This design comes from an exercise in tuning for small area on the open sky130 flow, not from production work.
Where RTL was checked, it was by simulation tests only, not by an equivalence proof against the original.
The RTL of runs 4 and 5 was laid out without a check of its function.
Power figures rest on the tool's default switching activity, not on a simulated workload.

**standard.sh**
```bash
#!/bin/bash
# synth_recipe.tcl (not shown) runs the flow's synth.tcl, then flattens the netlist and writes it again
# the make line also repeats each setting of config.mk as NAME=value (left out here)
make -C /OpenROAD-flow-scripts/flow DESIGN_CONFIG=/design/flow/config.mk WORK_HOME=/design/flow/orfs CLKGATE_MAP_FILE= SYNTH_SCRIPT=/design/flow/synth_recipe.tcl "${@:-finish}"
```
**design.v**
```verilog
package jac_pkg;
    localparam int ADC_BITS_DEF = 10;
endpackage
module joystick_axes_to_cursor_motion_unit #(
    parameter int ADC_BITS = 10
) (
    input  logic        clk,
    input  logic        rst_n,
    input  logic        s_axis_tvalid,
    output logic        s_axis_tready,
    input  logic [47:0] s_axis_tdata,
    output logic        m_axis_tvalid,
    input  logic        m_axis_tready,
    output logic [39:0] m_axis_tdata,
    input  logic        cfg_we,
    input  logic [2:0]  cfg_addr,
    input  logic [9:0]  cfg_data
);
    localparam logic [4:0] PH_IDLE  = 5'd0;
    localparam logic [4:0] PH_START = 5'd1;
    localparam logic [4:0] PH_N1    = 5'd2;    
    localparam logic [4:0] PH_N2    = 5'd3;    
    localparam logic [4:0] PH_S1    = 5'd4;    
    localparam logic [4:0] PH_S2    = 5'd5;    
    localparam logic [4:0] PH_D1    = 5'd6;    
    localparam logic [4:0] PH_D2    = 5'd7;    
    localparam logic [4:0] PH_M100  = 5'd16;    
    localparam logic [4:0] PH_DIVS  = 5'd25;    
    localparam logic [4:0] PH_LDPCT = 5'd8;   
    localparam logic [4:0] PH_DIVD  = 5'd26;   
    localparam logic [4:0] PH_MULP  = 5'd17;   
    localparam logic [4:0] PH_MULMS = 5'd19;   
    localparam logic [4:0] PH_DIV100= 5'd24;   
    localparam logic [4:0] PH_SFIX  = 5'd10;   
    localparam logic [4:0] PH_EMIT  = 5'd18;   
    localparam logic [4:0] PH_FLAG  = 5'd11;
    localparam logic [4:0] PH_ACC   = 5'd12;
    localparam logic [4:0] LF20 = 5'd7;    
    localparam logic [4:0] LF7 = 5'd29;    
    localparam logic [4:0] LF10 = 5'd27;    
    localparam logic [4:0] LF13 = 5'd3;    
    localparam logic [4:0] LF14 = 5'd17;    
    logic [4:0]  ph, ph_n;
    logic [4:0]  cnt, cnt_n;
    logic [1:0]  axis, lane;
    logic [22:0] z, znext;
    logic        zhold;
    logic [9:0]  m;
    logic        neg, zero, seen;
    logic [6:0]  acnt, cval;
    logic [9:0]  org [4];
    logic [9:0]  amin, amax;
    logic [7:0]  mspd, sdiv;
    logic [29:0] outr;    
    logic        oval;
    logic [9:0]  r_i, o_i;
    logic [7:0]  d_eff;
    logic [12:0] f;
    logic [11:0] y;
    logic        sub, rev;
    logic [12:0] sum;
    logic [13:0] cy;
    logic [8:0]  vc;
    logic [7:0]  ac;
    logic [6:0]  acnt_inc;
    logic [12:0] xa, yb;
    logic        ge;
    logic [6:0]  pctfix, sfix;
    logic        mb, ebit;
    logic [7:0]  v, vabs;
    logic        v_gt, v_lt, v_nz;
    logic [6:0]  cnew;
    logic        report;
    logic        last, last3;
    assign lane   = {axis[1], axis[1] ? axis[0] : !axis[0]};
    assign r_i    = s_axis_tdata[lane*10 +: 10];
    assign o_i    = org[lane];
    assign d_eff  = sdiv;
    assign f      = z[22:10];
    assign report = outr[29];
    assign last   = (cnt == 5'd1);
    always_comb
    begin
        ac[0] = 1'b1;
        for (int i = 0; i < 7; i++)
        begin
            acnt_inc[i] = acnt[i] ^ ac[i];
            ac[i+1]     = acnt[i] & ac[i];
        end
    end
    assign last3  = (ph == PH_EMIT) && (axis == 2'd3);
    always_comb
    begin
        if (ph[4])
        begin
            case (ph[1:0])
                2'd0:    y = {8'd100, 4'd0};
                2'd1:    y = {1'b0, m, 1'b0};
                2'd2:    y = {3'd0, d_eff, 1'b0};
                default: y = {mspd, 4'd0};
            endcase
            sub = ph[3] && !f[12];
            rev = 1'b0;
        end
        else
        begin
            y   = {1'b0, o_i, 1'b0};
            rev = neg && (ph == PH_S2 || ph == PH_D2);
            sub = !rev;
        end
        xa     = rev ? ~f : f;
        yb     = sub ? ~{1'b0, y} : {1'b0, y};
        cy[0]  = sub | rev;
        for (int i = 0; i < 13; i++)
        begin
            sum[i]  = xa[i] ^ yb[i] ^ cy[i];
            cy[i+1] = (xa[i] & yb[i]) | (cy[i] & (xa[i] ^ yb[i]));
        end
        ge  = !sum[12];
    end
    always_comb
    begin
        pctfix = zero ? 7'd0 : ((z[7] || z[6:0] >= 7'd100) ? 7'd100 : z[6:0]);
        sfix   = !report ? 7'd0 : ((z[14:7] != 8'd0) ? 7'd127 : z[6:0]);
        ebit   = z[0] ^ (neg & seen);
        mb     = (ph == PH_EMIT) ? ebit : z[0];
        v      = z[10:3];
        v_gt   = !v[7] && (v[6:0] > 7'd5);
        v_lt   = v[7] && (v[6:0] < 7'd123);
        v_nz   = v != 8'd0;
        vc[0]  = v[7];
        for (int i = 0; i < 8; i++)
        begin
            vabs[i]  = (v[i] ^ v[7]) ^ vc[i];
            vc[i+1]  = (v[i] ^ v[7]) & vc[i];
        end
        cnew   = (vabs >= 8'd99) ? 7'd99 : vabs[6:0];
    end
    always_comb
    begin
        if (ph[4] && ph[3])
        begin
            if (ph == PH_DIVD && last)
                znext = {12'd0, z[9:0], ge};
            else
                znext = {sum[11:0], z[9:0], ge};
        end
        else
        begin
            case (ph)
                PH_N1, PH_D1: znext = {2'b0, r_i, 11'd0};
                PH_S1:        znext = {2'b0, neg ? amin : amax, 11'd0};
                PH_D2:        znext = {sum, 10'd0};
                PH_LDPCT:     znext = {12'd0, pctfix, 4'd0};
                PH_SFIX:      znext = {16'd0, sfix};
                default:      znext = (mb && !last3) ? {1'b0, sum, z[9:1]}
                                                     : {1'b0, last3 & ebit, f[11:0], z[9:1]};
            endcase
        end
    end
    assign zhold = (ph == PH_IDLE) || (ph == PH_START) || (ph == PH_FLAG) || (ph == PH_ACC);
    always_comb
    begin
        ph_n  = ph;
        cnt_n = {cnt[3:0], cnt[4] ^ cnt[2]};
        case (ph)
            PH_IDLE:   if (s_axis_tvalid && !oval) ph_n = PH_START;
            PH_START:  ph_n = (acnt == 7'd100) ? PH_N1 : PH_SFIX;
            PH_N1:     ph_n = PH_N2;
            PH_N2:     ph_n = PH_S1;
            PH_S1:     ph_n = PH_S2;
            PH_S2:     ph_n = PH_D1;
            PH_D1:     ph_n = PH_D2;
            PH_D2:     begin ph_n = PH_M100; cnt_n = LF20; end
            PH_M100:   if (last) begin ph_n = PH_DIVS; cnt_n = LF7; end
            PH_DIVS:   if (last) ph_n = PH_LDPCT;
            PH_LDPCT:  begin ph_n = PH_DIVD; cnt_n = LF7; end
            PH_DIVD:   if (last) begin ph_n = PH_MULP; cnt_n = LF10; end
            PH_MULP:   if (last) begin ph_n = PH_MULMS; cnt_n = LF13; end
            PH_MULMS:  if (last) begin ph_n = PH_DIV100; cnt_n = LF14; end
            PH_DIV100: if (last) ph_n = PH_SFIX;
            PH_SFIX:   begin ph_n = PH_EMIT; cnt_n = LF7; end
            PH_EMIT:   if (last) ph_n = PH_FLAG;
            PH_FLAG:   ph_n = (axis == 2'd3) ? PH_ACC : (report ? PH_N1 : PH_SFIX);
            PH_ACC:    ph_n = PH_IDLE;
            default:   ph_n = PH_IDLE;
        endcase
    end
    assign s_axis_tready = (ph == PH_ACC);
    always_ff @(posedge clk or negedge rst_n)
    begin
        if (!rst_n)
        begin
            ph   <= PH_IDLE;
            oval <= 1'b0;
            acnt <= 7'd0;
            cval <= 7'd0;
            for (int i = 0; i < 4; i++)
                org[i] <= 10'd512;
            amin <= 10'd0;
            amax <= 10'd1023;
            mspd <= 8'd2;
            sdiv <= 8'd20;
        end
        else
        begin
            ph <= ph_n;
            if (ph == PH_ACC)
            begin
                oval <= 1'b1;
                acnt <= report ? cval : acnt_inc;
            end
            else if (m_axis_tready)
                oval <= 1'b0;
            if (ph == PH_FLAG && v_nz && !axis[1])
                cval <= cnew;
            if (cfg_we)
            begin
                case (cfg_addr)
                    3'd0: org[0] <= cfg_data;
                    3'd1: org[1] <= cfg_data;
                    3'd2: org[2] <= cfg_data;
                    3'd3: org[3] <= cfg_data;
                    3'd4: amin   <= cfg_data;
                    3'd5: amax   <= cfg_data;
                    3'd6: mspd   <= cfg_data[7:0];
                    3'd7: sdiv   <= {cfg_data[7:1], cfg_data[0] | (cfg_data[7:1] == 7'd0)};
                    default: ;
                endcase
            end
        end
    end
    always_ff @(posedge clk)
    begin
        cnt <= cnt_n;
        z[22]    <= znext[22];
        z[13:0]  <= znext[13:0];
        if (!zhold)
            z[21:14] <= znext[21:14];
        seen <= (ph != PH_SFIX) && (seen || z[0]);
        case (ph)
            PH_START:
            begin
                outr[29] <= acnt == 7'd100;
                outr[28] <= !s_axis_tdata[40];
                axis     <= 2'd0;
            end
            PH_N2:     neg <= !ge;
            PH_S2:
            begin
                m    <= sum[10:1];
                zero <= !ge || (sum[10:1] == 10'd0);
            end
            PH_LDPCT:  m <= {3'd0, pctfix};
            PH_FLAG:
            begin
                axis <= {axis[1] ^ axis[0], !axis[0]};
                if (axis == 2'd0)
                begin
                    outr[26] <= v_gt;
                    outr[27] <= v_lt;
                end
                if (axis == 2'd1)
                begin
                    outr[24] <= v_gt;
                    outr[25] <= v_lt;
                end
            end
            default: ;
        endcase
        if (ph == PH_EMIT)
        begin
            if (axis != 2'd3)
                outr[23:0] <= {ebit, outr[23:1]};
        end
    end
    assign m_axis_tvalid = oval;
    assign m_axis_tdata  = {2'b00, outr[29:28], outr[27:24], z[21:14], outr[23:16], outr[7:0], outr[15:8]};
endmodule
```
**constraint.sdc**
```tcl
create_clock -name core_clock -period 8.0 [get_ports {clk}]
set_input_delay 1.6000 -clock core_clock [delete_from_list [all_inputs] [get_ports {clk}]]
set_output_delay 1.6000 -clock core_clock [all_outputs]
set_load 0.01 [all_outputs]
```
**config.mk**
```make
export PLATFORM = sky130hd
export DESIGN_NAME = joystick_axes_to_cursor_motion_unit
export DESIGN_NICKNAME = joystick_axes_to_cursor_motion_unit
export VERILOG_FILES = /design/flow/design.v
export SDC_FILE = /design/flow/constraint.sdc
export NUM_CORES = 4
export LEC_CHECK = 0
export CAP_MARGIN = 20
export CORE_MARGIN = 2
export CORE_UTILIZATION = 65
export SLEW_MARGIN = 20
```
**flow/run.sh**
```bash
#!/bin/bash
set -euo pipefail
bash standard.sh \
  "BUFFER_PORTS_ARGS=-buffer_cell sky130_fd_sc_hd__buf_1" \
  "CTS_ARGS=-sink_clustering_enable -sink_clustering_levels 1 -sink_clustering_size 40 -sink_clustering_max_diameter 150 -repair_clock_nets -dont_use_dummy_load -buf_list sky130_fd_sc_hd__clkbuf_16" \
  finish > run_standard.log 2>&1
```
==> impl_metrics.toml, run 1 <==
[timing]
fin_setup_tns_ns = 0
hold_viol_final = 0
worst_slack_ns = 0.7603
worst_pin_slew_ns = 0.9023
maxSlewViolCount = 0
finalSetupViolCount = 0
rsz0062_at_grt = "false"
fin_crit_ns = 7.240
fmax_mhz = 138.1
holdWs_ns = 0.4517
post-route-period-util_pct = 90.50
slew_headroom_pct = 39.85
fin_skew_ns = 0.01868

[cts]
cts_made_buffers = 17
clk_latency_ns = 0.43
cts_root_buffer = "clkbuf_16"
cts_resized = 0
cts.path.max_buffers = 2
postCtsSetupBuffers = 0
clk_pin_slew_ns = 0.05
htreeDepth = 4
cts.sinks = 169
cts_tree = "done"
hold_buffers = 0

[placed_design]
place_congestion = 1.015
dp_slack_ns = 0.9704
dpl_cell_area_mm2 = 0.009593
dp_hpwl_um = 16120
port_buffers = 98

[logic_synthesis]
synth_top_flop_cell = "dfrtp_1"
yosysMostFrequentCell = "dfrtp_1"
netlist_instances = 806
synth_compound_area_share_pct = 12.37
ys_warn_count = 2
synth_top_family_by_area = "multiplexers"
yosysSeqAreaShare_pct = 48.78
synth_area_leader_cell = "dfrtp_1"
synth_edf_count = 59
synthMuxAreaShare_pct = 15.07
synthSimpleGateAreaFrac_pct = 10.64
synthTopCellsByCount = "79 x dfrtp_1, 69 x mux2_2, 59 x edfxtp_1"
synth.area.top_cells = "dfrtp_1 22%, edfxtp_1 19%, mux2_2 8.5%"
synth_top_area_share_pct = 21.55
ys_ff_latch = 169
synth-async-reset-ratio_pct = 56.80
synth_area_mm2 = 0.009175
synth_xor_area_share_pct = 3.055
synth.avg_cell_area_um2 = 11.38
synthAdderAreaFrac_pct = 5.482
synth_cell_types = 71

[global_route]
grt_pass1_wl_um = 34280
track_usage_pct = 30.47
antenna_found_initial = 0
grt_max_degree = 67
first_global_vias = 6603
overflow = 0

[worst_setup_path]
critPathArrivalTime_ns = 7.42
crit_required_ns = 8.18
cp-end-kind = "flip-flop"
path_max_fanout = 25
critical_path_class = "reg -> reg"
cp-start-kind = "flip-flop"

[cells_and_area]
layout.nets = 976
design_area_mm2 = 0.01002
n_fill_cell = 998
layout-drive-gt1-share_pct = 16.69
antennaDiodeCount = 0
area_delta_synth_final_pct = 9.246

[routing]
drt_iter0_markers = 923
vias = 6737
ant_nets = 0
vias_per_cell = 6.386
drcViolationCount = 0
wl_um = 21890
firstDrtPassIters = 5
wl_per_cell_um = 20.75

[floorplanning]
chipHeight_um = 122.8
floorplan.initialDensity_pct = 66.36
die_w_um = 122.8
die-area_mm2 = 0.01508
rows = 43
ios = 108
core_area_mm2 = 0.01383

[outcome]
outcome = "finished clean"

[power_and_ir_drop]
peakVddDrop_mv = 0.3222
total_power_uw = 4832
power.leakage_uw = 0.003979
powerDensity_mw_per_mm2 = 482.1

[run]
max_cap_viol_count = 0

[worst_hold_path]
hp-class = "reg -> reg"
[cells by family (layout without fill, tap and decap cells)]
group	count (synthesis)	after routing
simple gates	196	196
flops	169	169
compound gates	164	164
mux	117	117
buf+inv	94	162
fa+ha+maj	33	33
xor+xnor	32	32
other cells	1	2
[power by group]
group          internal (µW)  switching [µW]  total [µW]  leakage [µW]
Sequential              1300             208        1510       0.00182
Combinational           1090            1580        2670       0.00195
Clock                    368             285         654      0.000209
[placed cells by master (no fill, tap or decap), drive strengths merged, types with 16 or more instances in the layout]
cell	n
buf	111
dfrtp	79
mux2	69
edfxtp	59
nand2	58
nor2	54
o21ai	45
mux2i	38
inv	33
a21oi	33
xnor2	26
ha	21
clkbuf	18
nor3	18
dfstp	17
a221oi	16
[critical path, stage by stage (launching register included)]
cell	delay, ns
dfrtp_1	0.33
buf_4	0.26
nor2b_1	0.40
and3_1	0.44
o22a_1	0.18
buf_4	0.20
inv_1	0.13
fa_1	0.45
fa_1	0.39
fa_1	0.39
fa_1	0.39
fa_1	0.41
fa_1	0.40
fa_1	0.39
fa_1	0.37
inv_1	0.08
fa_1	0.15
inv_1	0.05
fa_1	0.35
inv_1	0.08
fa_1	0.22
fa_1	0.24
xnor2_1	0.23
o21ai_0	0.17
a31o_2	0.27
[worst paths after layout]
path	start	to	slack, ns	cells after the start
setup / recovery	ph[2]	z[21]	0.76	24
hold / removal	outr[23]	outr[22]	0.45	0
setup reg to reg	ph[2]	z[21]	0.76	24
hold reg to reg	outr[23]	outr[22]	0.45	0
max in group asynchronous	rst_n	mspd[7]	5.67	2
min in group asynchronous	rst_n	acnt[1]	1.14	1
[flip-flops by register name (all words and copies together), names as in the netlist]
| register | count |
|---|---|
| z | 23 |
| mspd | 8 |
| seen | 1 |
| ph | 5 |
| oval | 1 |
| amax | 10 |
| acnt | 7 |
| cval | 7 |
| sdiv | 8 |
| axis | 2 |
| cnt | 5 |
| amin | 10 |
| zero | 1 |
| neg | 1 |
| org | 40 |
| outr | 30 |
| m | 10 |
[stage by stage]
stage,std cells,util [%]
floorplan,807,-
global placement,1038,69.34
detailed placement,1038,69.38
CTS,1055,72.46
global route,1055,72.49
finish,1055,72.49
[metal layers]
layer	part of all wire [%]	global-route usage, %
met1	41	41.03
met2	48	48.65
met3	8.2	6.691
met4	2.7	11.35
met5	0	0
[layout make-up]
type,count,area [µm²],share of cell area (%)
clock buffers,17,425.4,4.244
inverters,33,123.9,1.236
multi-input cells,544,4297,42.87
flip-flops and latches,169,4476,44.65
well taps,180,225.2,2.247
repair buffers,112,476.7,4.756
==> run 2: changes to the inputs <==
==> flow/run.sh (replaced) <==
#!/bin/bash
set -euo pipefail
bash standard.sh \
  "BUFFER_PORTS_ARGS=-buffer_cell sky130_fd_sc_hd__buf_1" \
  "CTS_ARGS=-repair_clock_nets -dont_use_dummy_load -buf_list sky130_fd_sc_hd__clkbuf_8" \
  finish > run_standard.log 2>&1
==> run 2 against run 1 <==
Still clean on timing, DRC and antenna. Synthesized area stayed put. Final cell count is the same. Global-route usage is 0.35 points lower. Sequential share of layout area is 0.87 points higher. Highest routed layer unchanged.
==> impl_metrics.toml, run 2 <==
[cells_and_area]
reg_top3 = "org (40), outr (30), z (23)"
layout-drive-gt1-share_pct = 16.69
layout_commonest_cell = "buf_1"
layout.nets = 976
largest-register = "org"
n_fill_cell = 1031
multi_input_area_mm2 = 0.004297
largest_reg_flops = 40
finalNonFillerCells = 1055
post-route-util_pct = 71.11
area_delta_synth_final_pct = 7.159
final_cell_mix = "97 x buf_1, 79 x dfrtp_1, 69 x mux2_2, 59 x edfxtp_1, 58 x nand2_1"
antennaDiodeCount = 0
seq_area_mm2 = 0.004476

[logic_synthesis]
synthTopCellsByCount = "79 x dfrtp_1, 69 x mux2_2, 59 x edfxtp_1"
synth_area_mm2 = 0.009175
yosysMostFrequentCell = "dfrtp_1"
synth_edf_count = 59
yosysSeqAreaShare_pct = 48.78
ys_warn_count = 2
synth_cell_types = 71
netlist_instances = 806
synth-async-reset-ratio_pct = 56.80
synth.avg_cell_area_um2 = 11.38
ys_ff_latch = 169
synth_top_flop_cell = "dfrtp_1"
synth_area_leader_cell = "dfrtp_1"
synth_top_area_share_pct = 21.55
synth.area.top_cells = "dfrtp_1 22%, edfxtp_1 19%, mux2_2 8.5%"

[floorplanning]
chipHeight_um = 122.8
rows = 43
ios = 108
die-area_mm2 = 0.01508
floorplan.initialDensity_pct = 66.36
core_area_mm2 = 0.01383
die_w_um = 122.8

[power_and_ir_drop]
p_int_uw = 2577
peakVddDrop_mv = 0.2915
net-switching-power_uw = 2028
p_sw_share_pct = 44.04
total_power_uw = 4605
powerDensity_mw_per_mm2 = 468.3
power.leakage_uw = 0.003892
clock_power_share_pct = 9.7
combinationalPowerShare_pct = 57.6
seq_power_share_pct = 32.7

[routing]
firstDrtPassIters = 6
wl_per_cell_um = 20.43
vias = 6685
drt_iter0_markers = 895
ant_nets = 0
wl_um = 21560
drcViolationCount = 0
vias_per_cell = 6.336

[worst_setup_path]
worst_path_largest_cell_delay_ns = 0.45
cp-start-kind = "flip-flop"
path_max_fanout = 25
crit_required_ns = 8.20
cp-end-kind = "flip-flop"
crit_chain = "buf_4, nor2b_1, and3_1, o22a_1, buf_4, inv_1, fa_1, fa_1, fa_1, fa_1, fa_1, fa_1, fa_1, fa_1, inv_1, fa_1, inv_1, fa_1, inv_1, fa_1, fa_1, xnor2_1, o21ai_0, a31o_2"
critPathSlowestCell = "fa_1"
crit_top_cell = "fa_1"
critical_path_class = "reg -> reg"
critPathArrivalTime_ns = 7.43

[timing]
hold_viol_final = 0
fin_crit_ns = 7.230
fin_setup_tns_ns = 0
maxSlewViolCount = 0
fin_skew_ns = 0.02362
post-route-period-util_pct = 90.37
finalSetupViolCount = 0
fmax_mhz = 138.3
worst_pin_slew_ns = 0.9159
slew_headroom_pct = 38.94
holdWs_ns = 0.4508
rsz0062_at_grt = "false"

[cts]
cts_root_buffer = "clkbuf_8"
clk_latency_ns = 0.46
htreeDepth = 4
cts.sinks = 169
cts_resized = 0
postCtsSetupBuffers = 0
cts_tree = "done"
cts.path.max_buffers = 2
cts_made_buffers = 17
clk_pin_slew_ns = 0.07
hold_buffers = 0

[worst_hold_path]
hp-class = "reg -> reg"

[global_route]
first_global_vias = 6521
track_usage_pct = 30.13
grt_pass1_wl_um = 33830
grt_max_degree = 67
overflow = 0
antenna_found_initial = 0

[outcome]
outcome = "finished clean"

[placed_design]
port_buffers = 98
dp_cells = 1038
place_congestion = 1.015
dp_hpwl_um = 16120

[run]
max_cap_viol_count = 0
==> run 2: stage by stage <==
step	setup slack (ns)	area, µm²
floorplan	1.584	9179
global placement	1.028	9588
detailed placement	0.9704	9593
CTS	0.8979	9827
global route	0.4497	9832
finish	0.7704	9832
==> run 2: layout make-up <==
type / count / area share, %
well taps: 180 / 2.291
inverters: 33 / 1.260
repair buffers: 112 / 4.849
clock buffers: 17 / 2.380
flip-flops and latches: 169 / 45.52
multi-input cells: 544 / 43.70
==> run 2: worst max-delay path: cells and delay by family (launching register included) <==
kind            cells  cell delay (ns)
simple gates        2             0.82
xor+xnor            1             0.24
buf+inv             6             0.80
compound gates      3             0.66
fa+ha+maj          12             4.12
flops               1             0.33
==> run 2: worst paths after layout <==
path / slack (ns) / from / cells past startpoint / to
setup reg to reg: 0.77 / ph[2] / 24 / z[21]
setup / recovery: 0.77 / ph[2] / 24 / z[21]
max in group asynchronous: 5.71 / rst_n / 2 / sdiv[1]
hold reg to reg: 0.45 / outr[20] / 0 / outr[19]
hold / removal: 0.45 / outr[20] / 0 / outr[19]
min in group asynchronous: 1.11 / rst_n / 1 / acnt[1]
==> run 2: cell families after synthesis <==
kind of cell               count (synthesis)  share of synthesized area [%]
adders and majority gates                 33                          5.482
other                                      1                        0.04087
and+or+nand+nor                          196                          10.64
buffers and inverters                     94                          4.568
AOI/OAI and AO/OA                        164                          12.37
muxes                                    117                          15.07
DFF                                      169                          48.78
xor gates and xnor gates                  32                          3.055
==> run 2: power by group through the flow <==
stage,clock network [µW],registers (µW),logic [µW]
3_3_place_gp,0,1500,2530
3_5_place_dp,0,1520,2590
5_1_grt,483,1530,2900
6_report,447,1500,2650
2_1_floorplan,0,1430,1970
4_1_cts,453,1500,2610
==> run 2: layer usage <==
metal / track usage, % / share of wire [%] / wire length [µm]
met4: 11.14 / 2.5 / 533
met2: 48.07 / 48 / 10320
met3: 7.063 / 8.6 / 1850
met5: 0 / 0 / 0
met1: 40.34 / 41 / 8851
==> run 3: changes to the inputs <==
==> flow/run.sh (replaced) <==
#!/bin/bash
set -euo pipefail
bash standard.sh \
  "BUFFER_PORTS_ARGS=-buffer_cell sky130_fd_sc_hd__buf_1" \
  "CTS_ARGS=-sink_clustering_enable -repair_clock_nets -dont_use_dummy_load -buf_list sky130_fd_sc_hd__clkbuf_8" \
  finish > run_standard.log 2>&1
==> run 3 against run 2 <==
Total power is the same. Hold slack did not move. Synthesized area did not move. Via count did not move. Critical endpoint unchanged. Fmax stayed put. Final cell count stayed put. Register-to-register slack hardly changed.
==> impl_metrics.toml, run 3 <==
[cells_and_area]
layout-drive-gt1-share_pct = 16.69
layout_commonest_cell = "buf_1"
area_delta_synth_final_pct = 7.159
final_cell_mix = "97 x buf_1, 79 x dfrtp_1, 69 x mux2_2, 59 x edfxtp_1, 58 x nand2_1"
antennaDiodeCount = 0
layout.nets = 976
reg_top3 = "org (40), outr (30), z (23)"
largest_reg_flops = 40
largest-register = "org"
finalNonFillerCells = 1055
n_fill_cell = 1031

[routing]
vias = 6685
wl_um = 21560
ant_nets = 0
drt_iter0_markers = 895
firstDrtPassIters = 6
vias_per_cell = 6.336
wl_per_cell_um = 20.43
drcViolationCount = 0

[timing]
post-route-period-util_pct = 90.37
fmax_mhz = 138.3
fin_crit_ns = 7.230
slew_headroom_pct = 38.94
rsz0062_at_grt = "false"
maxSlewViolCount = 0
fin_skew_ns = 0.02362
finalSetupViolCount = 0
worst_slack_ns = 0.7704
fin_setup_tns_ns = 0
worst_pin_slew_ns = 0.9159
hold_viol_final = 0

[worst_setup_path]
cp-end-kind = "flip-flop"
crit_required_ns = 8.20
crit_family = "adder cells"
critPathSlowestCell = "fa_1"
path_max_fanout = 25
r2r_setup_slack_ns = 0.77
path_buf_inv = 6
crit_chain = "buf_4, nor2b_1, and3_1, o22a_1, buf_4, inv_1, fa_1, fa_1, fa_1, fa_1, fa_1, fa_1, fa_1, fa_1, inv_1, fa_1, inv_1, fa_1, inv_1, fa_1, fa_1, xnor2_1, o21ai_0, a31o_2"
crit_top_cell = "fa_1"
critical_path_class = "reg -> reg"
worst_path_largest_cell_delay_ns = 0.45
critPathArrivalTime_ns = 7.43
cp-start-kind = "flip-flop"

[cts]
cts_tree = "done"
cts.sinks = 169
cts_root_buffer = "clkbuf_8"
htreeDepth = 4
cts.path.max_buffers = 2
cts_made_buffers = 17
clk_latency_ns = 0.46
hold_buffers = 0
postCtsSetupBuffers = 0
clk_pin_slew_ns = 0.07
cts_resized = 0

[floorplanning]
chipHeight_um = 122.8
rows = 43
core_area_mm2 = 0.01383
die-area_mm2 = 0.01508
die_w_um = 122.8
floorplan.initialDensity_pct = 66.36
ios = 108

[power_and_ir_drop]
total_power_uw = 4605
seq_power_share_pct = 32.7
p_sw_share_pct = 44.04
p_int_uw = 2577
power.leakage_uw = 0.003892
combinationalPowerShare_pct = 57.6
powerDensity_mw_per_mm2 = 468.3
net-switching-power_uw = 2028
peakVddDrop_mv = 0.2915
clock_power_share_pct = 9.7

[placed_design]
place_congestion = 1.015
port_buffers = 98
dp_slack_ns = 0.9704
dp_hpwl_um = 16120
dp_cells = 1038

[logic_synthesis]
synth_top_flop_cell = "dfrtp_1"
synth.avg_cell_area_um2 = 11.38
synth.area.top_cells = "dfrtp_1 22%, edfxtp_1 19%, mux2_2 8.5%"
synth_edf_count = 59
synth-async-reset-ratio_pct = 56.80
yosysSeqAreaShare_pct = 48.78
synth_area_mm2 = 0.009175
synth_top_area_share_pct = 21.55
ys_warn_count = 2
yosysMostFrequentCell = "dfrtp_1"
synth_area_leader_cell = "dfrtp_1"
synth_cell_types = 71
ys_ff_latch = 169
synthTopCellsByCount = "79 x dfrtp_1, 69 x mux2_2, 59 x edfxtp_1"
netlist_instances = 806

[global_route]
grt_pass1_wl_um = 33830
antenna_found_initial = 0
track_usage_pct = 30.13
first_global_vias = 6521
overflow = 0
grt_max_degree = 67

[worst_hold_path]
hp-class = "reg -> reg"

[run]
max_cap_viol_count = 0

[outcome]
outcome = "finished clean"
-- run 3: path summary, 6_finish.rpt --
kind / to / cells past startpoint / from
hold reg to reg: outr[19] / 0 / outr[20]
max in group asynchronous: sdiv[1] / 2 / rst_n
setup / recovery: z[21] / 24 / ph[2]
min in group asynchronous: acnt[1] / 1 / rst_n
hold / removal: outr[19] / 0 / outr[20]
setup reg to reg: z[21] / 24 / ph[2]
-- run 3: layout make-up --
cell class                      instances  area [µm²]  area share [%]
Clock buffer                           17       234.0           2.380
Inverter                               33       123.9           1.260
Tap cell                              180       225.2           2.291
Multi-Input combinational cell        544        4297           43.70
Sequential cell                       169        4476           45.52
Timing Repair Buffer                  112       476.7           4.849
-- run 3: cell families (layout without fill, tap and decap cells) --
family / count (synthesis) / count (layout) / share of synthesized area [%]
AO/OA/AOI/OAI: 164 / 164 / 12.37
XOR/XNOR: 32 / 32 / 3.055
adder cells (fa/ha/maj): 33 / 33 / 5.482
buffers and inverters: 94 / 162 / 4.568
flip-flops: 169 / 169 / 48.78
multiplexers: 117 / 117 / 15.07
other: 1 / 2 / 0.04087
AND/OR/NAND/NOR: 196 / 196 / 10.64
-- run 3: power groups by stage --
stage | combinational (µW) | sequential [µW] | clock [µW]
after floorplan | 1970 | 1430 | 0
after global placement | 2530 | 1500 | 0
after detailed placement | 2590 | 1520 | 0
after CTS | 2610 | 1500 | 453
after global routing | 2900 | 1530 | 483
final | 2650 | 1500 | 447
-- run 3: per-layer routing --
metal  vias to the layer above  share of wire [%]  GRT usage, %
met5                         -                  0             0
met3                        41                8.6         7.063
met1                      3242                 41         40.34
met4                         0                2.5         11.14
met2                       340                 48         48.07
li1                       3062                  -             -
-- run 3: metrics by stage --
stage / area, µm² / utilization, % / hold WS (ns)
final: 9832 / 71.11 / 0.4508
after global routing: 9832 / 71.11 / 0.4546
after CTS: 9827 / 71.07 / 0.4508
after detailed placement: 9593 / 69.38 / 0.4411
after global placement: 9588 / 69.34 / 0.4301
after floorplan: 9179 / - / 0.4171
==> run 4: changes to the inputs <==
--- a/design.v
+++ b/design.v
@@ -60,14 +60,15 @@
     logic        sub, rev;
     logic [12:0] sum;
     logic [13:0] cy;
-    logic [8:0]  vc;
     logic [7:0]  ac;
     logic [6:0]  acnt_inc;
     logic [12:0] xa, yb;
     logic        ge;
     logic [6:0]  pctfix, sfix;
     logic        mb, ebit;
-    logic [7:0]  v, vabs;
+    logic [7:0]  v;
+    logic [6:0]  vones, ain;
+    logic        vclamp, cnew_neg, cneg;
     logic        v_gt, v_lt, v_nz;
     logic [6:0]  cnew;
     logic        report;
@@ -81,11 +82,12 @@
     assign last   = (cnt == 5'd1);
     always_comb
     begin
-        ac[0] = 1'b1;
+        ain   = report ? cval : acnt;
+        ac[0] = report ? cneg : 1'b1;
         for (int i = 0; i < 7; i++)
         begin
-            acnt_inc[i] = acnt[i] ^ ac[i];
-            ac[i+1]     = acnt[i] & ac[i];
+            acnt_inc[i] = ain[i] ^ ac[i];
+            ac[i+1]     = ain[i] & ac[i];
         end
     end
     assign last3  = (ph == PH_EMIT) && (axis == 2'd3);
@@ -128,13 +130,10 @@
         v_gt   = !v[7] && (v[6:0] > 7'd5);
         v_lt   = v[7] && (v[6:0] < 7'd123);
         v_nz   = v != 8'd0;
-        vc[0]  = v[7];
-        for (int i = 0; i < 8; i++)
-        begin
-            vabs[i]  = (v[i] ^ v[7]) ^ vc[i];
-            vc[i+1]  = (v[i] ^ v[7]) & vc[i];
-        end
-        cnew   = (vabs >= 8'd99) ? 7'd99 : vabs[6:0];
+        vones  = v[6:0] ^ {7{v[7]}};
+        vclamp = v[7] ? (vones >= 7'd98) : (vones >= 7'd99);
+        cnew   = vclamp ? 7'd99 : vones;
+        cnew_neg = v[7] && !vclamp;
     end
     always_comb
     begin
@@ -195,6 +194,7 @@
             oval <= 1'b0;
             acnt <= 7'd0;
             cval <= 7'd0;
+            cneg <= 1'b0;
             for (int i = 0; i < 4; i++)
                 org[i] <= 10'd512;
             amin <= 10'd0;
@@ -208,12 +208,15 @@
             if (ph == PH_ACC)
             begin
                 oval <= 1'b1;
-                acnt <= report ? cval : acnt_inc;
+                acnt <= acnt_inc;
             end
             else if (m_axis_tready)
                 oval <= 1'b0;
             if (ph == PH_FLAG && v_nz && !axis[1])
+            begin
                 cval <= cnew;
+                cneg <= cnew_neg;
+            end
             if (cfg_we)
             begin
                 case (cfg_addr)
==> run 4 against run 3 <==
Still clean. Final cell count shrank 1.1%. Synthesized area grew 0.91%. Register-to-register slack gained 0.06 ns. Clock skew grew 0.0034 ns. Worst setup slack gained 0.058 ns. Total power is essentially flat. Sequential power grew 4%. Combinational power shrank 2%. Via count grew 1.4%. Design area grew 0.33%.
==> impl_metrics.toml, run 4 <==
[outcome]
outcome = "finished clean"

[worst_setup_path]
crit_required_ns = 8.20
cp.depth = 23
path_max_fanout = 16
reg2reg_depth = 23
timing.rr.start = "axis[1]"
r2r_setup_slack_ns = 0.83
crit_family = "adder cells"
crit_top_cell = "fa_1"
r2r-end = "z[21]"
worst_path_largest_cell_delay_ns = 0.92
crit_chain = "inv_1, ha_1, inv_1, mux2i_1, o21ai_0, xnor2_1, fa_1, fa_1, fa_1, fa_1, fa_1, fa_1, fa_1, inv_1, fa_1, inv_1, fa_1, inv_1, fa_1, fa_1, xnor2_1, a211oi_1, o21a_1"
critPathArrivalTime_ns = 7.37
cp-endpoint = "z[21]"
cp-end-kind = "flip-flop"
critPathSlowestCell = "edfxtp_1"
crit_start = "axis[1]"
cp-start-kind = "flip-flop"
path_buf_inv = 5
critical_path_class = "reg -> reg"

[logic_synthesis]
synth_top_flop_cell = "dfrtp_1"
ys_warn_count = 2
synthMuxAreaShare_pct = 16.28
yosysMostFrequentCell = "mux2_2"
synthTopCellsByCount = "97 x mux2_2, 80 x dfrtp_1, 71 x nand2_1"
netlist_instances = 797
synth_edf_count = 59
synth_xor_area_share_pct = 3.216
synth_top_area_share_pct = 21.62
ys_ff_latch = 170
yosysSeqAreaShare_pct = 48.61
synth-async-reset-ratio_pct = 57.06
synthSimpleGateAreaFrac_pct = 11.38
synth.area.top_cells = "dfrtp_1 22%, edfxtp_1 19%, mux2_2 12%"
synth.avg_cell_area_um2 = 11.62
synth_area_mm2 = 0.009259
synthAdderAreaFrac_pct = 4.486
synth_top_family_by_area = "multiplexers"
synth_compound_area_share_pct = 11.47
synth_cell_types = 81
synth_area_leader_cell = "dfrtp_1"

[routing]
wl_per_cell_um = 22.45
drcViolationCount = 0
firstDrtPassIters = 6
vias_per_cell = 6.498
wl_um = 23420
ant_nets = 0
vias = 6777
drt_iter0_markers = 477

[cts]
htreeDepth = 4
hold_buffers = 0
clk_pin_slew_ns = 0.08
cts_resized = 0
cts_root_buffer = "clkbuf_8"
postCtsSetupBuffers = 0
cts.path.max_buffers = 2
clk_latency_ns = 0.46
cts_tree = "done"
cts.sinks = 170
cts_made_buffers = 17

[cells_and_area]
final_cell_mix = "97 x mux2_2, 97 x buf_1, 80 x dfrtp_1, 71 x nand2_1, 59 x edfxtp_1"
layout.nets = 957
multi_input_area_mm2 = 0.004349
design_area_mm2 = 0.009864
finalNonFillerCells = 1043
area_delta_synth_final_pct = 6.541
largest-register = "org"
reg_top3 = "org (40), outr (30), z (23)"
layout-drive-gt1-share_pct = 20.05
n_fill_cell = 1034
antennaDiodeCount = 0
seq_area_mm2 = 0.004501
largest_reg_flops = 40

[timing]
fin_crit_ns = 7.171
hold_viol_final = 0
fin_setup_tns_ns = 0
fin_skew_ns = 0.02698
post-route-period-util_pct = 89.64
finalSetupViolCount = 0
fmax_mhz = 139.4
slew_headroom_pct = 33.01
rsz0062_at_grt = "false"
worst_pin_slew_ns = 1.005
maxSlewViolCount = 0

[placed_design]
port_buffers = 98
dp_hpwl_um = 17120
dp_cells = 1025
place_congestion = 0.9941
dpl_cell_area_mm2 = 0.009623

[global_route]
antenna_found_initial = 0
grt_pass1_wl_um = 36230
track_usage_pct = 32.03
overflow = 0
grt_max_degree = 81
first_global_vias = 6741

[floorplanning]
floorplan.initialDensity_pct = 66.70
die_w_um = 123.4
rows = 43
chipHeight_um = 123.4
core_area_mm2 = 0.01388
die-area_mm2 = 0.01522
ios = 108

[run]
max_cap_viol_count = 0

[power_and_ir_drop]
powerDensity_mw_per_mm2 = 466.6
power.leakage_uw = 0.003889
peakVddDrop_mv = 0.2961

[worst_hold_path]
hp-class = "reg -> reg"
==> run 4: kinds of logic after synthesis <==
| group | after synthesis |
|---|---|
| flip-flops | 170 |
| buffers and inverters | 85 |
| adder cells (fa/ha/maj) | 26 |
| other | 1 |
| XOR/XNOR | 34 |
| AO/OA/AOI/OAI | 147 |
| AND/OR/NAND/NOR | 208 |
| multiplexers | 126 |
==> run 4: worst min-delay path by stage <==
stage / startpoint / endpoint / cells past startpoint
after floorplan: cnt[3] / cnt[4] / 1
after global placement: outr[12] / outr[11] / 0
after detailed placement: outr[7] / outr[6] / 0
after CTS: outr[13] / outr[12] / 0
after global routing: outr[20] / outr[19] / 0
final: outr[13] / outr[12] / 0
==> run 4: layer usage <==
metal  global-route usage, %  routed length, µm
met3                   6.965               1561
met2                   51.10              11510
met1                   41.81               9517
met5                       0                  0
met4                   15.20                833
==> run 4: power breakdown <==
group,internal [µW],switching [µW]
Clock,188,267
Sequential,1300,252
Combinational,1080,1510
Total,2580,2030
==> run 4: final cells by class <==
type,count,share of cell area (%)
Clock buffer,17,2.372
Inverter,21,0.7991
Multi-Input combinational cell,543,44.09
Sequential cell,170,45.62
Tap cell,180,2.283
Timing Repair Buffer,112,4.833
==> run 4: stage by stage <==
| stage | total power (µW) | utilization, % | worst slack, ns | hold WS (ns) |
|---|---|---|---|---|
| 4_1_cts | 4554 | 71.01 | 0.9112 | 0.4594 |
| 2_1_floorplan | 3392 | - | 1.573 | 0.4264 |
| 3_5_place_dp | 4077 | 69.33 | 0.9521 | 0.4395 |
| 6_report | 4603 | 71.07 | 0.8287 | 0.4607 |
| 3_3_place_gp | 4019 | 69.33 | 1.126 | 0.4298 |
| 5_1_grt | 4886 | 71.07 | 0.5114 | 0.4625 |
==> run 5: changes to the inputs <==
--- a/design.v
+++ b/design.v
@@ -35,6 +35,8 @@
     localparam logic [4:0] PH_EMIT  = 5'd18;   
     localparam logic [4:0] PH_FLAG  = 5'd11;
     localparam logic [4:0] PH_ACC   = 5'd12;
+    localparam logic [4:0] PH_VALID = 5'd14;   
+    localparam logic [4:0] PH_RPT   = 5'd15;   
     localparam logic [4:0] LF20 = 5'd7;    
     localparam logic [4:0] LF7 = 5'd29;    
     localparam logic [4:0] LF10 = 5'd27;    
@@ -51,8 +53,7 @@
     logic [9:0]  org [4];
     logic [9:0]  amin, amax;
     logic [7:0]  mspd, sdiv;
-    logic [29:0] outr;    
-    logic        oval;
+    logic [27:0] outr;    
     logic [9:0]  r_i, o_i;
     logic [7:0]  d_eff;
     logic [12:0] f;
@@ -60,15 +61,14 @@
     logic        sub, rev;
     logic [12:0] sum;
     logic [13:0] cy;
+    logic [8:0]  vc;
     logic [7:0]  ac;
     logic [6:0]  acnt_inc;
     logic [12:0] xa, yb;
     logic        ge;
     logic [6:0]  pctfix, sfix;
     logic        mb, ebit;
-    logic [7:0]  v;
-    logic [6:0]  vones, ain;
-    logic        vclamp, cnew_neg, cneg;
+    logic [7:0]  v, vabs;
     logic        v_gt, v_lt, v_nz;
     logic [6:0]  cnew;
     logic        report;
@@ -78,16 +78,15 @@
     assign o_i    = org[lane];
     assign d_eff  = sdiv;
     assign f      = z[22:10];
-    assign report = outr[29];
+    assign report = (acnt == 7'd100);
     assign last   = (cnt == 5'd1);
     always_comb
     begin
-        ain   = report ? cval : acnt;
-        ac[0] = report ? cneg : 1'b1;
+        ac[0] = 1'b1;
         for (int i = 0; i < 7; i++)
         begin
-            acnt_inc[i] = ain[i] ^ ac[i];
-            ac[i+1]     = ain[i] & ac[i];
+            acnt_inc[i] = acnt[i] ^ ac[i];
+            ac[i+1]     = acnt[i] & ac[i];
         end
     end
     assign last3  = (ph == PH_EMIT) && (axis == 2'd3);
@@ -130,10 +129,13 @@
         v_gt   = !v[7] && (v[6:0] > 7'd5);
         v_lt   = v[7] && (v[6:0] < 7'd123);
         v_nz   = v != 8'd0;
-        vones  = v[6:0] ^ {7{v[7]}};
-        vclamp = v[7] ? (vones >= 7'd98) : (vones >= 7'd99);
-        cnew   = vclamp ? 7'd99 : vones;
-        cnew_neg = v[7] && !vclamp;
+        vc[0]  = v[7];
+        for (int i = 0; i < 8; i++)
+        begin
+            vabs[i]  = (v[i] ^ v[7]) ^ vc[i];
+            vc[i+1]  = (v[i] ^ v[7]) & vc[i];
+        end
+        cnew   = (vabs >= 8'd99) ? 7'd99 : vabs[6:0];
     end
     always_comb
     begin
@@ -157,14 +159,15 @@
             endcase
         end
     end
-    assign zhold = (ph == PH_IDLE) || (ph == PH_START) || (ph == PH_FLAG) || (ph == PH_ACC);
+    assign zhold = (ph == PH_IDLE) || (ph == PH_START) || (ph == PH_RPT) || (ph == PH_FLAG) || (ph == PH_ACC) || (ph == PH_VALID);
     always_comb
     begin
         ph_n  = ph;
         cnt_n = {cnt[3:0], cnt[4] ^ cnt[2]};
         case (ph)
-            PH_IDLE:   if (s_axis_tvalid && !oval) ph_n = PH_START;
-            PH_START:  ph_n = (acnt == 7'd100) ? PH_N1 : PH_SFIX;
+            PH_IDLE:   if (s_axis_tvalid) ph_n = PH_START;
+            PH_START:  ph_n = PH_RPT;
+            PH_RPT:    ph_n = report ? PH_N1 : PH_SFIX;
             PH_N1:     ph_n = PH_N2;
             PH_N2:     ph_n = PH_S1;
             PH_S1:     ph_n = PH_S2;
@@ -181,7 +184,8 @@
             PH_SFIX:   begin ph_n = PH_EMIT; cnt_n = LF7; end
             PH_EMIT:   if (last) ph_n = PH_FLAG;
             PH_FLAG:   ph_n = (axis == 2'd3) ? PH_ACC : (report ? PH_N1 : PH_SFIX);
-            PH_ACC:    ph_n = PH_IDLE;
+            PH_ACC:    ph_n = PH_VALID;
+            PH_VALID:  if (m_axis_tready) ph_n = PH_IDLE;
             default:   ph_n = PH_IDLE;
         endcase
     end
@@ -191,10 +195,8 @@
         if (!rst_n)
         begin
             ph   <= PH_IDLE;
-            oval <= 1'b0;
-            acnt <= 7'd0;
+            acnt <= 7'd127;    
             cval <= 7'd0;
-            cneg <= 1'b0;
             for (int i = 0; i < 4; i++)
                 org[i] <= 10'd512;
             amin <= 10'd0;
@@ -205,18 +207,10 @@
         else
         begin
             ph <= ph_n;
-            if (ph == PH_ACC)
-            begin
-                oval <= 1'b1;
-                acnt <= acnt_inc;
-            end
-            else if (m_axis_tready)
-                oval <= 1'b0;
+            if (ph == PH_START)
+                acnt <= report ? cval : acnt_inc;
             if (ph == PH_FLAG && v_nz && !axis[1])
-            begin
                 cval <= cnew;
-                cneg <= cnew_neg;
-            end
             if (cfg_we)
             begin
                 case (cfg_addr)
@@ -244,8 +238,6 @@
         case (ph)
             PH_START:
             begin
-                outr[29] <= acnt == 7'd100;
-                outr[28] <= !s_axis_tdata[40];
                 axis     <= 2'd0;
             end
             PH_N2:     neg <= !ge;
@@ -255,6 +247,7 @@
                 zero <= !ge || (sum[10:1] == 10'd0);
             end
             PH_LDPCT:  m <= {3'd0, pctfix};
+            PH_ACC:    m[9] <= !s_axis_tdata[40];
             PH_FLAG:
             begin
                 axis <= {axis[1] ^ axis[0], !axis[0]};
@@ -277,6 +270,6 @@
                 outr[23:0] <= {ebit, outr[23:1]};
         end
     end
-    assign m_axis_tvalid = oval;
-    assign m_axis_tdata  = {2'b00, outr[29:28], outr[27:24], z[21:14], outr[23:16], outr[7:0], outr[15:8]};
+    assign m_axis_tvalid = (ph == PH_VALID);
+    assign m_axis_tdata  = {2'b00, report, m[9], outr[27:24], z[21:14], outr[23:16], outr[7:0], outr[15:8]};
 endmodule
==> run 5 against run 4 <==
Still clean on timing, DRC and antenna. Core utilization is essentially flat. Clock power shrank 2%. Critical path depth shrank 2. Total power shrank 0.57%. Critical path type unchanged. Hold slack lost 0.012 ns. Non-clock buffer count grew 4.
==> impl_metrics.toml, run 5 <==
[outcome]
outcome = "finished clean"

[logic_synthesis]
synth_compound_area_share_pct = 12.52
ys_warn_count = 2
synth-async-reset-ratio_pct = 57.23
synth_edf_count = 57
synthMuxAreaShare_pct = 15.48
synth_top_flop_cell = "dfrtp_1"
synthSimpleGateAreaFrac_pct = 10.37
synth_top_family_by_area = "multiplexers"
synth_cell_types = 74
yosysMostFrequentCell = "mux2_2"
synthAdderAreaFrac_pct = 5.469
ys_ff_latch = 166
yosysSeqAreaShare_pct = 47.84
synthTopCellsByCount = "78 x mux2_2, 71 x dfrtp_1, 58 x nand2_1, 58 x nor2_1, 57 x edfxtp_1"
synth.avg_cell_area_um2 = 11.51
synth_xor_area_share_pct = 3.143
netlist_instances = 799
synth_top_area_share_pct = 19.32
synth_area_leader_cell = "dfrtp_1"
synth.area.top_cells = "dfrtp_1 19%, edfxtp_1 19%, mux2_2 9.6%"
synth_area_mm2 = 0.009196

[floorplanning]
die-area_mm2 = 0.01512
rows = 43
floorplan.initialDensity_pct = 66.51
core_area_mm2 = 0.01383
die_w_um = 122.9
ios = 108
chipHeight_um = 122.9

[cells_and_area]
reg_top3 = "org (40), outr (28), z (23)"
layout.nets = 969
largest_reg_flops = 40
layout_commonest_cell = "buf_1"
antennaDiodeCount = 0
area_delta_synth_final_pct = 6.871
finalNonFillerCells = 1048
final_cell_mix = "97 x buf_1, 78 x mux2_2, 71 x dfrtp_1, 58 x nand2_1"
largest-register = "org"
layout-drive-gt1-share_pct = 19.47

[timing]
maxSlewViolCount = 0
fmax_mhz = 141.2
slew_headroom_pct = 38.89
rsz0062_at_grt = "false"
worst_pin_slew_ns = 0.9133
fin_skew_ns = 0.03028
post-route-period-util_pct = 88.51
fin_setup_tns_ns = 0
worst_slack_ns = 0.9194
finalSetupViolCount = 0
fin_crit_ns = 7.081
hold_viol_final = 0

[placed_design]
dp_cells = 1031
port_buffers = 98
dp_slack_ns = 1.042
dp_hpwl_um = 16380
place_congestion = 0.9368

[routing]
vias_per_cell = 6.412
vias = 6720
wl_per_cell_um = 21.08
wl_um = 22090
drt_iter0_markers = 629
drcViolationCount = 0
firstDrtPassIters = 5
ant_nets = 0

[power_and_ir_drop]
power.leakage_uw = 0.003749
peakVddDrop_mv = 0.2503
total_power_uw = 4577
powerDensity_mw_per_mm2 = 465.7

[global_route]
first_global_vias = 6503
antenna_found_initial = 0
overflow = 0
grt_pass1_wl_um = 34270
grt_max_degree = 88
track_usage_pct = 30.12

[cts]
hold_buffers = 0
cts_resized = 0
cts.path.max_buffers = 2
cts_made_buffers = 17
clk_latency_ns = 0.46
cts_tree = "done"
cts.sinks = 166
clk_pin_slew_ns = 0.09
cts_root_buffer = "clkbuf_8"
postCtsSetupBuffers = 0
htreeDepth = 4

[worst_setup_path]
crit_top_cell = "fa_1"
cp-end-kind = "flip-flop"
path_buf_inv = 4
critical_path_class = "reg -> reg"
worst_path_largest_cell_delay_ns = 0.87
reg2reg_depth = 21
cp.depth = 21
path_max_fanout = 14
critPathSlowestCell = "edfxtp_1"
crit_required_ns = 8.27
crit_chain = "nand3_2, buf_4, a21oi_1, buf_4, inv_1, fa_1, fa_1, fa_1, fa_1, fa_1, fa_1, fa_1, fa_1, fa_1, fa_1, inv_1, fa_1, fa_1, xor2_1, a41oi_1, o31ai_1"
crit_family = "adder cells"
critPathArrivalTime_ns = 7.35
cp-start-kind = "flip-flop"

[worst_hold_path]
hp-class = "reg -> reg"
min_path_cells = 0

[run]
max_cap_viol_count = 0
## run 5: changes by cell type after synthesis, moves of 11 or more
cell	previous run	this run
mux2_2	97	78
a31oi_1	19	5
mux2i_1	19	32
nand2_1	71	58
nand2b_1	18	7
o21ai_0	21	32
## run 5: final timing paths
kind,slack (ns),start,to
max,0.92,neg,z[21]
min,0.45,outr[21],outr[20]
max reg2reg,0.92,neg,z[21]
min reg2reg,0.45,outr[21],outr[20]
max in group asynchronous,6.03,rst_n,amin[0]
min in group asynchronous,0.98,rst_n,cval[6]
## run 5: where the power goes
part	total (µW)	switching (µW)	internal, µW
sequential	1500	224	1280
combinational	2630	1560	1070
clock	446	258	188
total	4580	2040	2530
## run 5: cells by family (layout without fill, tap and decap cells)
family	after synthesis	after routing
muxes	120	120
AOI/OAI and AO/OA	159	159
buffers and inverters	95	163
xor gates and xnor gates	33	33
other	1	2
adders and majority gates	33	33
DFF	166	166
and+or+nand+nor	192	192
## run 5: final cells by class
type | instances | area (µm²)
clock buffers | 17 | 234.0
fillers | 1002 | 3999
inverters | 30 | 112.6
multi-input cells | 539 | 4347
flip-flops and latches | 166 | 4399
well taps | 180 | 225.2
repair buffers | 116 | 510.5
## run 5: stage by stage
step / hold WS, ns / util [%] / instance area (µm²)
after floorplan: 0.4260 / - / 9200
after global placement: 0.4303 / 69.28 / 9579
after detailed placement: 0.4381 / 69.28 / 9579
after CTS: 0.4498 / 70.97 / 9813
after global routing: 0.4493 / 71.08 / 9828
final: 0.4491 / 71.08 / 9828
## run 5: worst reg2reg max path: stages (launching register included)
cell      delay (ns)
edfxtp_1        0.87
nand3_2         0.11
buf_4           0.25
a21oi_1         0.19
buf_4           0.24
inv_1           0.11
fa_1            0.45
fa_1            0.39
fa_1            0.39
fa_1            0.41
fa_1            0.40
fa_1            0.39
fa_1            0.39
fa_1            0.39
fa_1            0.39
fa_1            0.37
inv_1           0.10
fa_1            0.22
fa_1            0.24
xor2_1          0.31
a41oi_1         0.09
o31ai_1         0.22
## run 5: metal layers
| metal | vias to the layer above | global-route usage (%) | routed length, µm |
|---|---|---|---|
| met5 | - | 0 | 0 |
| met4 | 0 | 12.79 | 732 |
| met3 | 57 | 5.304 | 1348 |
| met2 | 297 | 49.45 | 10900 |
| met1 | 3332 | 39.65 | 9113 |
| li1 | 3034 | - | - |

## afterwards: timing with drivers on the ports
In the flow no input, the clock included, has a driving cell. The finished layouts below were timed again as built, in two steps. Step 1: set_driving_cell puts a clkbuf_16 on clk and a buf_2 on each other input, an assumption about the parent block. Step 2 moves the port delays by t, midway between the first and last clock arrival at a register: inputs arrive t later, outputs are due t later. That takes back most of the time a late clock gives input paths. a / b / c = ideal / step 1 / step 2; a / b = the first two.
run | t, ns | setup WS [ns] | hold slack, ns
run 1 | 0.463 | 0.760 / 0.760 / 0.760 | 0.452 / 0.452 / 0.452
run 2 | 0.488 | 0.770 / 0.770 / 0.770 | 0.451 / 0.451 / 0.451
run 3 | 0.488 | 0.770 / 0.770 / 0.770 | 0.451 / 0.451 / 0.451
run 4 | 0.487 | 0.829 / 0.829 / 0.829 | 0.461 / 0.461 / 0.461
run 5 | 0.482 | 0.919 / 0.919 / 0.919 | 0.449 / 0.449 / 0.449
After both steps every run listed still meets setup and hold.
